Source: an optimization exercise on an open RTL-to-GDS flow (aim: small area and few clock cycles per item). Production flows keep margins and buffers that such runs may drop. No functional check of the RTL was part of any run shown here.

==> flow/design.v (outline; a module is shown in full before it is edited, if it fits) <==
// module prdc_cfg_regs: 30 lines
// module prdc_error_stage: 47 lines
// module prdc_product_stage: 2264 lines
// module prdc_output_stage: 25 lines
// module pid_regulator_deadband_clamp: 81 lines
module pid_regulator_deadband_clamp #(
  parameter int GAIN_FRAC_BITS = 8,
  parameter int SUM_WIDTH      = 32
) (
  input  logic                                clk,
  input  logic                                rst,
  input  logic                                cfg_we,
  input  logic [prdc_pkg::CFG_IDX_W-1:0]      cfg_index,
  input  logic [prdc_pkg::CFG_DATA_W-1:0]     cfg_data,
  input  logic                                in_valid,
  output logic                                in_stall,
  input  logic [2*prdc_pkg::DATA_W-1:0]       in_data,
  output logic                                out_valid,
  input  logic                                out_stall,
  output logic [prdc_pkg::DATA_W:0]           out_data
);
  // ...
==> flow/run.sh <==
#!/bin/bash
# synth_recipe.tcl (not shown) runs the flow's synth.tcl, then flattens the netlist and writes it again
# the make line also repeats each setting of config.mk as NAME=value (left out here)
make -C /OpenROAD-flow-scripts/flow DESIGN_CONFIG=/design/flow/config.mk WORK_HOME=/design/flow/orfs CLKGATE_MAP_FILE= SYNTH_SCRIPT=/design/flow/synth_recipe.tcl finish
==> flow/config.mk <==
export PLATFORM = sky130hd
export DESIGN_NAME = pid_regulator_deadband_clamp
export DESIGN_NICKNAME = pid_regulator_deadband_clamp
export VERILOG_FILES = /design/flow/design.v
export SDC_FILE = /design/flow/constraint.sdc
export NUM_CORES = 4
export LEC_CHECK = 0
export CAP_MARGIN = 20
export CORE_MARGIN = 2
export CORE_UTILIZATION = 40
export SLEW_MARGIN = 20
==> flow/constraint.sdc <==
create_clock -name core_clock -period 10.0 [get_ports {clk}]
set_input_delay 2.0000 -clock core_clock [delete_from_list [all_inputs] [get_ports {clk}]]
set_output_delay 2.0000 -clock core_clock [all_outputs]
set_load 0.01 [all_outputs]
==> summary.txt, run 1 <==
Clock buf/inv share under 10%; Hold Crit Class flip-flop to flip-flop; achievable frequency 98.6 MHz; n_diodes 0; global-route wire length before repair approximately 210000 microns; top-count cell post-synth xnor2_1; slew at the pin closest to its max-slew limit around 850 ps; outcome complete, but fails checks; Distinct cells, synth 95; multi-input logic area roughly 32000 sq um; SO Viols setup timing; Non-Filler Instances approximately 6500; largest family of logic cells by synthesized area adder cells; FF-to-FF Start u_cfg.cfg[77]; max layer used met5; CTS tree done; ys flop type dfxtp_1; gpl congestion roughly 1; final WL approximately 140000 microns; crit-path most repeated cell fa_2; Final setup viols 9; Core ar. 94700 sq um; Startpoint Class flip-flop; slack of the critical path -139 ps; CTS Hold Bufs 0; Fill cells ~9100; Clk pin slew, worst setup/hold paths 80 ps; Commonest cells post-synth 590 x xnor2_1, 578 x inv_1, 489 x fa_1, 478 x a22oi_1, 410 x nand2_1
==> module prdc_cfg_regs, before the edit <==
module prdc_cfg_regs (
  input  logic                                clk,
  input  logic                                rst,
  input  logic                                cfg_we,
  input  logic [prdc_pkg::CFG_IDX_W-1:0]      cfg_index,
  input  logic [prdc_pkg::CFG_DATA_W-1:0]     cfg_data,
  output prdc_pkg::prdc_cfg_t                 cfg
);
  always_ff @(posedge clk) begin
    if (rst) begin
      cfg.gain_p       <= '0;
      cfg.gain_i       <= '0;
      cfg.gain_d       <= '0;
      cfg.polarity     <= '0;
      cfg.deadband     <= '0;
      cfg.output_limit <= prdc_pkg::LIMIT_RESET;
    end else if (cfg_we) begin
      case (cfg_index)
        prdc_pkg::CFG_GAIN_P:       cfg.gain_p       <= cfg_data;
        prdc_pkg::CFG_GAIN_I:       cfg.gain_i       <= cfg_data;
        prdc_pkg::CFG_GAIN_D:       cfg.gain_d       <= cfg_data;
        prdc_pkg::CFG_POLARITY:     cfg.polarity     <= cfg_data[1:0];
        prdc_pkg::CFG_DEADBAND:     cfg.deadband     <= cfg_data[prdc_pkg::LIMIT_W-1:0];
        prdc_pkg::CFG_OUTPUT_LIMIT: cfg.output_limit <= cfg_data[prdc_pkg::LIMIT_W-1:0];
        default: begin
        end
      endcase
    end
  end
endmodule
==> module prdc_error_stage, before the edit <==
module prdc_error_stage (
  input  logic               clk,
  input  logic               rst,
  input  logic               take,
  input  logic signed [15:0] measured,
  input  logic signed [15:0] setpoint,
  input  logic [14:0]        deadband,
  output logic signed [16:0] e,
  output logic signed [31:0] s,
  output logic signed [17:0] d
);
  logic [14:0]        mag_op;
  logic [15:0]        db_sum;
  logic               dead;
  logic signed [15:0] meas_eff;
  logic signed [16:0] err_next;
  logic signed [17:0] diff_next;
  logic signed [32:0] sum_wide;
  logic signed [31:0] sum_next;
  always_comb begin
    mag_op   = measured[15] ? measured[14:0] : ~measured[14:0];
    db_sum   = {1'b0, deadband} + {1'b0, mag_op} + {15'd0, ~measured[15]};
    dead     = db_sum[15] & (|db_sum[14:0]);
    meas_eff = dead ? 16'sd0 : measured;
  end
  always_comb begin
    err_next  = {setpoint[15], setpoint} - {meas_eff[15], meas_eff};
    diff_next = {err_next[16], err_next} - {e[16], e};
    sum_wide  = {s[31], s} + {{16{err_next[16]}}, err_next};
    if (sum_wide[32] != sum_wide[31])
      sum_next = sum_wide[32] ? 32'sh8000_0000 : 32'sh7FFF_FFFF;
    else
      sum_next = sum_wide[31:0];
  end
  always_ff @(posedge clk) begin
    if (rst) begin
      e <= '0;
      s <= '0;
    end else if (take) begin
      e <= err_next;
      s <= sum_next;
    end
  end
  always_ff @(posedge clk) begin
    if (take) d <= diff_next;
  end
endmodule
==> module prdc_output_stage, before the edit <==
module prdc_output_stage (
  input  logic signed [47:0] acc,
  input  logic [14:0]        limit,
  output logic [15:0]        drive,
  output logic               clamped
);
  logic        neg;
  logic        upper_nz;
  logic        low_nz;
  logic [14:0] mid;
  logic [15:0] cmp;
  logic [15:0] base;
  logic        inc;
  always_comb begin
    neg      = acc[47];
    upper_nz = acc[46:23] != {24{neg}};
    low_nz   = |acc[7:0];
    mid      = acc[22:8] ^ {15{neg}};
    cmp      = {1'b0, limit} + {1'b0, ~mid} + {15'd0, ~neg & ~low_nz};
    clamped  = upper_nz | ~cmp[15];
    base     = clamped ? (neg ? {1'b1, ~limit} : {1'b0, limit}) : {neg, acc[22:8]};
    inc      = neg & (clamped | low_nz);
    drive    = base + {15'd0, inc};
  end
endmodule
==> module pid_regulator_deadband_clamp, before the edit <==
module pid_regulator_deadband_clamp #(
  parameter int GAIN_FRAC_BITS = 8,
  parameter int SUM_WIDTH      = 32
) (
  input  logic                                clk,
  input  logic                                rst,
  input  logic                                cfg_we,
  input  logic [prdc_pkg::CFG_IDX_W-1:0]      cfg_index,
  input  logic [prdc_pkg::CFG_DATA_W-1:0]     cfg_data,
  input  logic                                in_valid,
  output logic                                in_stall,
  input  logic [2*prdc_pkg::DATA_W-1:0]       in_data,
  output logic                                out_valid,
  input  logic                                out_stall,
  output logic [prdc_pkg::DATA_W:0]           out_data
);
  prdc_pkg::prdc_cfg_t cfg;
  logic                valid_q;
  logic                res_valid;
  logic                res_ready;
  logic                err_ready;
  logic                take;
  logic [15:0]         drive;
  logic                clamped;
  logic signed [16:0]  e;
  logic signed [31:0]  s;
  logic signed [17:0]  d;
  logic signed [47:0]  acc;
  prdc_cfg_regs u_cfg (
    .clk       (clk),
    .rst       (rst),
    .cfg_we    (cfg_we),
    .cfg_index (cfg_index),
    .cfg_data  (cfg_data),
    .cfg       (cfg)
  );
  assign res_ready = ~res_valid | ~out_stall;
  assign err_ready = ~valid_q | res_ready;
  assign in_stall  = ~err_ready;
  assign take      = in_valid & err_ready;
  assign out_valid = res_valid;
  always_ff @(posedge clk) begin
    if (rst) begin
      valid_q   <= 1'b0;
      res_valid <= 1'b0;
    end else begin
      if (err_ready) valid_q <= in_valid;
      if (res_ready) res_valid <= valid_q;
    end
  end
  always_ff @(posedge clk) begin
    if (valid_q && res_ready) out_data <= {drive, clamped};
  end
  prdc_error_stage u_error (
    .clk      (clk),
    .rst      (rst),
    .take     (take),
    .measured (in_data[31:16]),
    .setpoint (in_data[15:0]),
    .deadband (cfg.deadband),
    .e        (e),
    .s        (s),
    .d        (d)
  );
  prdc_product_stage u_product (
    .gain_p   (cfg.gain_p),
    .gain_i   (cfg.gain_i),
    .gain_d   (cfg.gain_d),
    .polarity (cfg.polarity),
    .e        (e),
    .s        (s),
    .d        (d),
    .acc      (acc)
  );
  prdc_output_stage u_output (
    .acc     (acc),
    .limit   (cfg.output_limit),
    .drive   (drive),
    .clamped (clamped)
  );
endmodule
==> inputs of run 2 (changes only) <==
--- a/flow/design.v
+++ b/flow/design.v
@@ -37,36 +37,31 @@
 module prdc_cfg_regs (
   input  logic                                clk,
   input  logic                                rst,
   input  logic                                cfg_we,
   input  logic [prdc_pkg::CFG_IDX_W-1:0]      cfg_index,
   input  logic [prdc_pkg::CFG_DATA_W-1:0]     cfg_data,
   output prdc_pkg::prdc_cfg_t                 cfg
 );
+  logic [15:0] wdata_zero;    
+  logic [14:0] wdata_ones;    
+  logic [5:0]  wen;
+  assign wdata_zero = cfg_data & {16{~rst}};
+  assign wdata_ones = cfg_data[14:0] | {15{rst}};
+  always_comb begin
+    for (int k = 0; k < 6; k++) wen[k] = rst | (cfg_we && cfg_index == 3'(k));
+  end
   always_ff @(posedge clk) begin
-    if (rst) begin
-      cfg.gain_p       <= '0;
-      cfg.gain_i       <= '0;
-      cfg.gain_d       <= '0;
-      cfg.polarity     <= '0;
-      cfg.deadband     <= '0;
-      cfg.output_limit <= prdc_pkg::LIMIT_RESET;
-    end else if (cfg_we) begin
-      case (cfg_index)
-        prdc_pkg::CFG_GAIN_P:       cfg.gain_p       <= cfg_data;
-        prdc_pkg::CFG_GAIN_I:       cfg.gain_i       <= cfg_data;
-        prdc_pkg::CFG_GAIN_D:       cfg.gain_d       <= cfg_data;
-        prdc_pkg::CFG_POLARITY:     cfg.polarity     <= cfg_data[1:0];
-        prdc_pkg::CFG_DEADBAND:     cfg.deadband     <= cfg_data[prdc_pkg::LIMIT_W-1:0];
-        prdc_pkg::CFG_OUTPUT_LIMIT: cfg.output_limit <= cfg_data[prdc_pkg::LIMIT_W-1:0];
-        default: begin
-        end
-      endcase
-    end
+    if (wen[prdc_pkg::CFG_GAIN_P])       cfg.gain_p       <= wdata_zero;
+    if (wen[prdc_pkg::CFG_GAIN_I])       cfg.gain_i       <= wdata_zero;
+    if (wen[prdc_pkg::CFG_GAIN_D])       cfg.gain_d       <= wdata_zero;
+    if (wen[prdc_pkg::CFG_POLARITY])     cfg.polarity     <= wdata_zero[1:0];
+    if (wen[prdc_pkg::CFG_DEADBAND])     cfg.deadband     <= wdata_zero[prdc_pkg::LIMIT_W-1:0];
+    if (wen[prdc_pkg::CFG_OUTPUT_LIMIT]) cfg.output_limit <= wdata_ones;
   end
 endmodule
 module prdc_error_stage (
   input  logic               clk,
   input  logic               rst,
   input  logic               take,
   input  logic signed [15:0] measured,
   input  logic signed [15:0] setpoint,
@@ -94,37 +89,37 @@
     diff_next = {err_next[16], err_next} - {e[16], e};
     sum_wide  = {s[31], s} + {{16{err_next[16]}}, err_next};
     if (sum_wide[32] != sum_wide[31])
       sum_next = sum_wide[32] ? 32'sh8000_0000 : 32'sh7FFF_FFFF;
     else
       sum_next = sum_wide[31:0];
   end
   always_ff @(posedge clk) begin
-    if (rst) begin
-      e <= '0;
-      s <= '0;
-    end else if (take) begin
-      e <= err_next;
-      s <= sum_next;
+    if (take | rst) begin
+      e <= err_next & {17{~rst}};
+      s <= sum_next & {32{~rst}};
     end
   end
   always_ff @(posedge clk) begin
     if (take) d <= diff_next;
   end
 endmodule
 module prdc_product_stage (
   input  logic signed [15:0] gain_p,
   input  logic signed [15:0] gain_i,
   input  logic signed [15:0] gain_d,
   input  logic [1:0]         polarity,
   input  logic signed [16:0] e,
   input  logic signed [31:0] s,
   input  logic signed [17:0] d,
-  output logic signed [47:0] acc
+  output logic               neg,
+  output logic               upper_nz,
+  output logic [14:0]        mid,
+  output logic               low_nz
 );
   logic en, inv;
   assign en  = polarity[0];
   assign inv = polarity[1];
   logic p_one0, p_two0, p_neg0;
   logic [17:0] p_r0;
   logic p_one1, p_two1, p_neg1;
   logic [17:0] p_r1;
@@ -2368,39 +2363,41 @@
   assign c1040 = (1'b1 & c950) | (1'b1 & s951) | (c950 & s951);
   assign s1041 = ~i_r6[32] ^ i_r7[30] ^ c952;
   assign c1042 = (~i_r6[32] & i_r7[30]) | (~i_r6[32] & c952) | (i_r7[30] & c952);
   assign s1043 = i_r7[31] ^ 1'b1;
   assign c1044 = i_r7[31] & 1'b1;
   logic [47:0] ra, rb;
   assign ra = {1'b1, ~i_r7[32], c1042, c1040, c1038, c1036, c1034, c1032, c1030, c1028, c1026, c1024, c1022, c1020, c1018, c1016, c1014, c1012, c1010, c1008, c1006, c1004, c1002, c1000, c998, c996, c994, c992, c990, c988, c986, c984, c982, c980, c978, c976, c974, c972, c970, c968, c966, c964, c962, c960, c958, c956, c954, s865};
   assign rb = {1'b0, c1044, s1043, s1041, s1039, s1037, s1035, s1033, s1031, s1029, s1027, s1025, s1023, s1021, s1019, s1017, s1015, s1013, s1011, s1009, s1007, s1005, s1003, s1001, s999, s997, s995, s993, s991, s989, s987, s985, s983, s981, s979, s977, s975, s973, s971, s969, s967, s965, s963, s961, s959, s957, s955, s953};
+  logic [47:0] acc;
   assign acc = ra + rb;
+  assign neg      = acc[47];
+  assign upper_nz = acc[46:23] != {24{acc[47]}};
+  assign mid      = acc[22:8];
+  assign low_nz   = |acc[7:0];
 endmodule
 module prdc_output_stage (
-  input  logic signed [47:0] acc,
-  input  logic [14:0]        limit,
-  output logic [15:0]        drive,
-  output logic               clamped
+  input  logic        neg,
+  input  logic        upper_nz,
+  input  logic [14:0] mid,
+  input  logic        low_nz,
+  input  logic [14:0] limit,
+  output logic [15:0] drive,
+  output logic        clamped
 );
-  logic        neg;
-  logic        upper_nz;
-  logic        low_nz;
-  logic [14:0] mid;
+  logic [14:0] mag;
   logic [15:0] cmp;
   logic [15:0] base;
   logic        inc;
   always_comb begin
-    neg      = acc[47];
-    upper_nz = acc[46:23] != {24{neg}};
-    low_nz   = |acc[7:0];
-    mid      = acc[22:8] ^ {15{neg}};
-    cmp      = {1'b0, limit} + {1'b0, ~mid} + {15'd0, ~neg & ~low_nz};
+    mag      = mid ^ {15{neg}};
+    cmp      = {1'b0, limit} + {1'b0, ~mag} + {15'd0, ~neg & ~low_nz};
     clamped  = upper_nz | ~cmp[15];
-    base     = clamped ? (neg ? {1'b1, ~limit} : {1'b0, limit}) : {neg, acc[22:8]};
+    base     = clamped ? (neg ? {1'b1, ~limit} : {1'b0, limit}) : {neg, mid};
     inc      = neg & (clamped | low_nz);
     drive    = base + {15'd0, inc};
   end
 endmodule
 module pid_regulator_deadband_clamp #(
   parameter int GAIN_FRAC_BITS = 8,
   parameter int SUM_WIDTH      = 32
 ) (
@@ -2417,22 +2414,23 @@
   output logic [prdc_pkg::DATA_W:0]           out_data
 );
   prdc_pkg::prdc_cfg_t cfg;
   logic                valid_q;
   logic                res_valid;
   logic                res_ready;
   logic                err_ready;
   logic                take;
-  logic [15:0]         drive;
-  logic                clamped;
+  logic                sum_neg, sum_upper_nz, sum_low_nz;
+  logic [14:0]         sum_mid;
+  logic                res_neg, res_upper_nz, res_low_nz;
+  logic [14:0]         res_mid;
   logic signed [16:0]  e;
   logic signed [31:0]  s;
   logic signed [17:0]  d;
-  logic signed [47:0]  acc;
   prdc_cfg_regs u_cfg (
     .clk       (clk),
     .rst       (rst),
     .cfg_we    (cfg_we),
     .cfg_index (cfg_index),
     .cfg_data  (cfg_data),
     .cfg       (cfg)
   );
@@ -2446,17 +2444,22 @@
       valid_q   <= 1'b0;
       res_valid <= 1'b0;
     end else begin
       if (err_ready) valid_q <= in_valid;
       if (res_ready) res_valid <= valid_q;
     end
   end
   always_ff @(posedge clk) begin
-    if (valid_q && res_ready) out_data <= {drive, clamped};
+    if (valid_q && res_ready) begin
+      res_neg      <= sum_neg;
+      res_upper_nz <= sum_upper_nz;
+      res_mid      <= sum_mid;
+      res_low_nz   <= sum_low_nz;
+    end
   end
   prdc_error_stage u_error (
     .clk      (clk),
     .rst      (rst),
     .take     (take),
     .measured (in_data[31:16]),
     .setpoint (in_data[15:0]),
     .deadband (cfg.deadband),
@@ -2467,17 +2470,23 @@
   prdc_product_stage u_product (
     .gain_p   (cfg.gain_p),
     .gain_i   (cfg.gain_i),
     .gain_d   (cfg.gain_d),
     .polarity (cfg.polarity),
     .e        (e),
     .s        (s),
     .d        (d),
-    .acc      (acc)
+    .neg      (sum_neg),
+    .upper_nz (sum_upper_nz),
+    .mid      (sum_mid),
+    .low_nz   (sum_low_nz)
   );
   prdc_output_stage u_output (
-    .acc     (acc),
-    .limit   (cfg.output_limit),
-    .drive   (drive),
-    .clamped (clamped)
+    .neg      (res_neg),
+    .upper_nz (res_upper_nz),
+    .mid      (res_mid),
+    .low_nz   (res_low_nz),
+    .limit    (cfg.output_limit),
+    .drive    (out_data[16:1]),
+    .clamped  (out_data[0])
   );
 endmodule
==> summary.txt, run 2 <==
number of synthesized flops with an enable pin around 170; Syn Area/Cell 8.87 sq um; drt first pass iters 6; Synth Register Bits between 150 and 200; Slew Limit Headroom 22.2%; Commonest cells post-synth 619 x inv_1, 558 x xnor2_1, 489 x fa_1, 483 x a22oi_1, 264 x clkbuf_1; Distinct cells, synth 90 (-5.3%); gpl congestion 0.956 (-2.5%); ys flop type edfxtp_1; Worst Skew 22.1 ps; achievable frequency 106 MHz (+7.0%); Worst path max stage delay 520 ps; Top Registers u_cfg.cfg x80, u_error.s x32, u_error.d x18; crit end category flip-flop; max reg flops 80; crit-path max FO 8; detailed router's first-iteration violation count approximately 3400; Setup CP Type primary input to flip-flop; Max Slew Vio Count 0; die height roughly 310 microns; CTS tree done; Warnings, synthesis 4; Clk pin slew, worst setup/hold paths 70 ps (about the same); most frequent cells in the layout 619 x inv_1, 557 x xnor2_1, 488 x fa_1; Reg with most FFs u_cfg.cfg; Yosys top cell by area fa_1; outcome timing/DRC/antenna clean; placed insts approximately 5600; RSZ-0062 raised after global routing no; Initial Utilization between 40% and 50%; syn nets between 5000 and 6000; port buffer count 74; Register Area between 4000 and 5000 sq um; H-Tree Depth 4; Clock Sinks 167; Syn Inst Count between 4000 and 5000; GRT Overall Usage approximately a quarter; Final setup viols 0 (-9); worst-skew pair later-pin latency 490 ps; Fill cells 9215 (+1.8%); Startpoint Class primary input; Hold Crit Class flip-flop to flip-flop; Avg WL per Cell 23.0 microns; Max clock buf depth 2; ANT nets after route 0; DIE AREA 98100 sq um; Final period util 94.7%; most common cell after layout, fill and taps aside inv_1; Crit path arrival time approximately 9700 ps; top-count cell post-synth inv_1; CP required between 10000 and 15000 ps; slew at the pin closest to its max-slew limit 1170 ps (+318 ps); vias 32000; Root Driver clkbuf_16; initial antenna violation count 2; CTS Buf Count 17; Std-Cell Rows approximately 110; largest net degree at the start of global routing 60; DRC 0; CTS Hold Bufs 0 (unchanged); Synth Cell Area between 30000 and 40000 sq um; Final #Nets just over 5000; global-route wire length before repair 197000 microns (-7.3%); Post-DP HPWL between 100000 and 150000 microns; layout cells sized above 1 9.33%; Tmin final ~9500 ps; Synth area leaders fa_1 26%, edfxtp_1 13%, xnor2_1 13%; vias per cell between 5 and 6; Synth top area share 25.6%; final WL 129000 microns (-7.3%); max-cap violations 0; Seq/Total Area, Yosys about an eighth; Die Width approximately 310 microns; Async SR Flop Fraction 0%; Core ar. 94900 sq um (+0.15%); CP max-delay cell clkdlybuf4s50_1; n_diodes 0 (unchanged); Setup TNS Final 0 ps; number of global-route vias before repair approximately 32000; Syn-to-layout area delta 9.57%; multi-input logic area 29700 sq um (-7.5%); GR Overflow Total 0; Non-Filler Instances 5597 (-14%); num ports 75; Fin. Hold Viols 0
==> run 2: logic make-up (layout without fill, tap and decap cells) <==
group / Yosys count / after routing / synth area share [%]
mux: 19 / 19 / 0.501
simple gates: 691 / 691 / 8.99
fa+ha+maj: 659 / 659 / 31.2
xor+xnor: 754 / 754 / 17.3
compound gates: 1055 / 1055 / 19.4
buf+inv: 965 / 987 / 9.64
flops: 167 / 167 / 13.1
==> run 2: critical path: cells and delay by family <==
family,cells,cell delay [ps]
compound gates,19,3580
simple gates,8,1400
fa+ha+maj,4,1370
buf+inv,5,1060
xor+xnor,2,290
==> run 2: path summary, 6_finish.rpt <==
path	endpoint	slack, ps	start	cells after the start
hold / removal	res_valid	530	valid_q	2
hold reg to reg	res_valid	530	valid_q	2
setup / recovery	u_error.s[30]	530	in_data[16]	38
setup reg to reg	res_upper_nz	670	u_cfg.cfg[30]	29
==> run 2: layout make-up <==
type                            instances  share of cell area (%)
Tap cell                             1265                    3.78
Timing Repair Buffer                  325                    6.38
Clock inverter                         14                   0.442
Sequential cell                       167                    11.9
Inverter                              630                    5.64
Clock buffer                           18                    1.02
Multi-Input combinational cell       3178                    70.8
==> run 2: metrics by stage <==
stage	util (%)	hold WS, ps	setup slack [ps]	cell area, sq um
3_5_place_dp	43.4	537	-319	41200
2_1_floorplan	-	453	48.5	38200
6_report	44.2	532	526	41900
4_1_cts	44.1	537	142	41800
5_1_grt	44.2	556	18.7	41900
3_3_place_gp	43.4	500	-294	41200
==> run 2: metal layers <==
layer	vias to the layer above	global-route usage [%]	wire, microns
li1	14400	-	-
met1	15800	35.2	54500
met2	1532	41.6	57900
met3	241	5.81	12000
met4	2	9.28	4550
met5	-	0	13
==> run 2: repair_timing <==
action,4_1_cts,5_1_grt
gates resized for setup,0,21
setup buffers,0,4
endpoints found under the setup margin,0,32
hold endpoints to repair,0,0

separate check: timing with driven ports:
Ports are ideal in the flow. The routed layouts listed here were re-timed in OpenROAD.
Step 1 assumes that a clkbuf_16 drives the clock port and a buf_2 every other input.
Step 2 adds t to the input delays and takes it off the output delays; t is the mean of the earliest and latest rising clock arrival at the registers after step 1. Input paths then give back, and output paths get back, about the clock's delay inside the block.
a / b / c = no drivers / after step 1 / after step 2; a / b = the first two.
| run | shift t [ns] | setup slack, ns | worst setup path at the end | clock arrival spread, ns | worst data-port slew with drivers (ns) |
|---|---|---|---|---|---|
| run 1 | 0.538 | -0.139 / -0.139 / -0.139 | register to register | 0.022 / 0.022 | 0.06 |
| run 2 | 0.554 | 0.526 / 0.579 / 0.025 | input to register | 0.022 / 0.022 | 0.06 |
The setup slack of run 2, which loses most, moves by +0.053 ns with the drivers and by -0.501 ns with both steps.
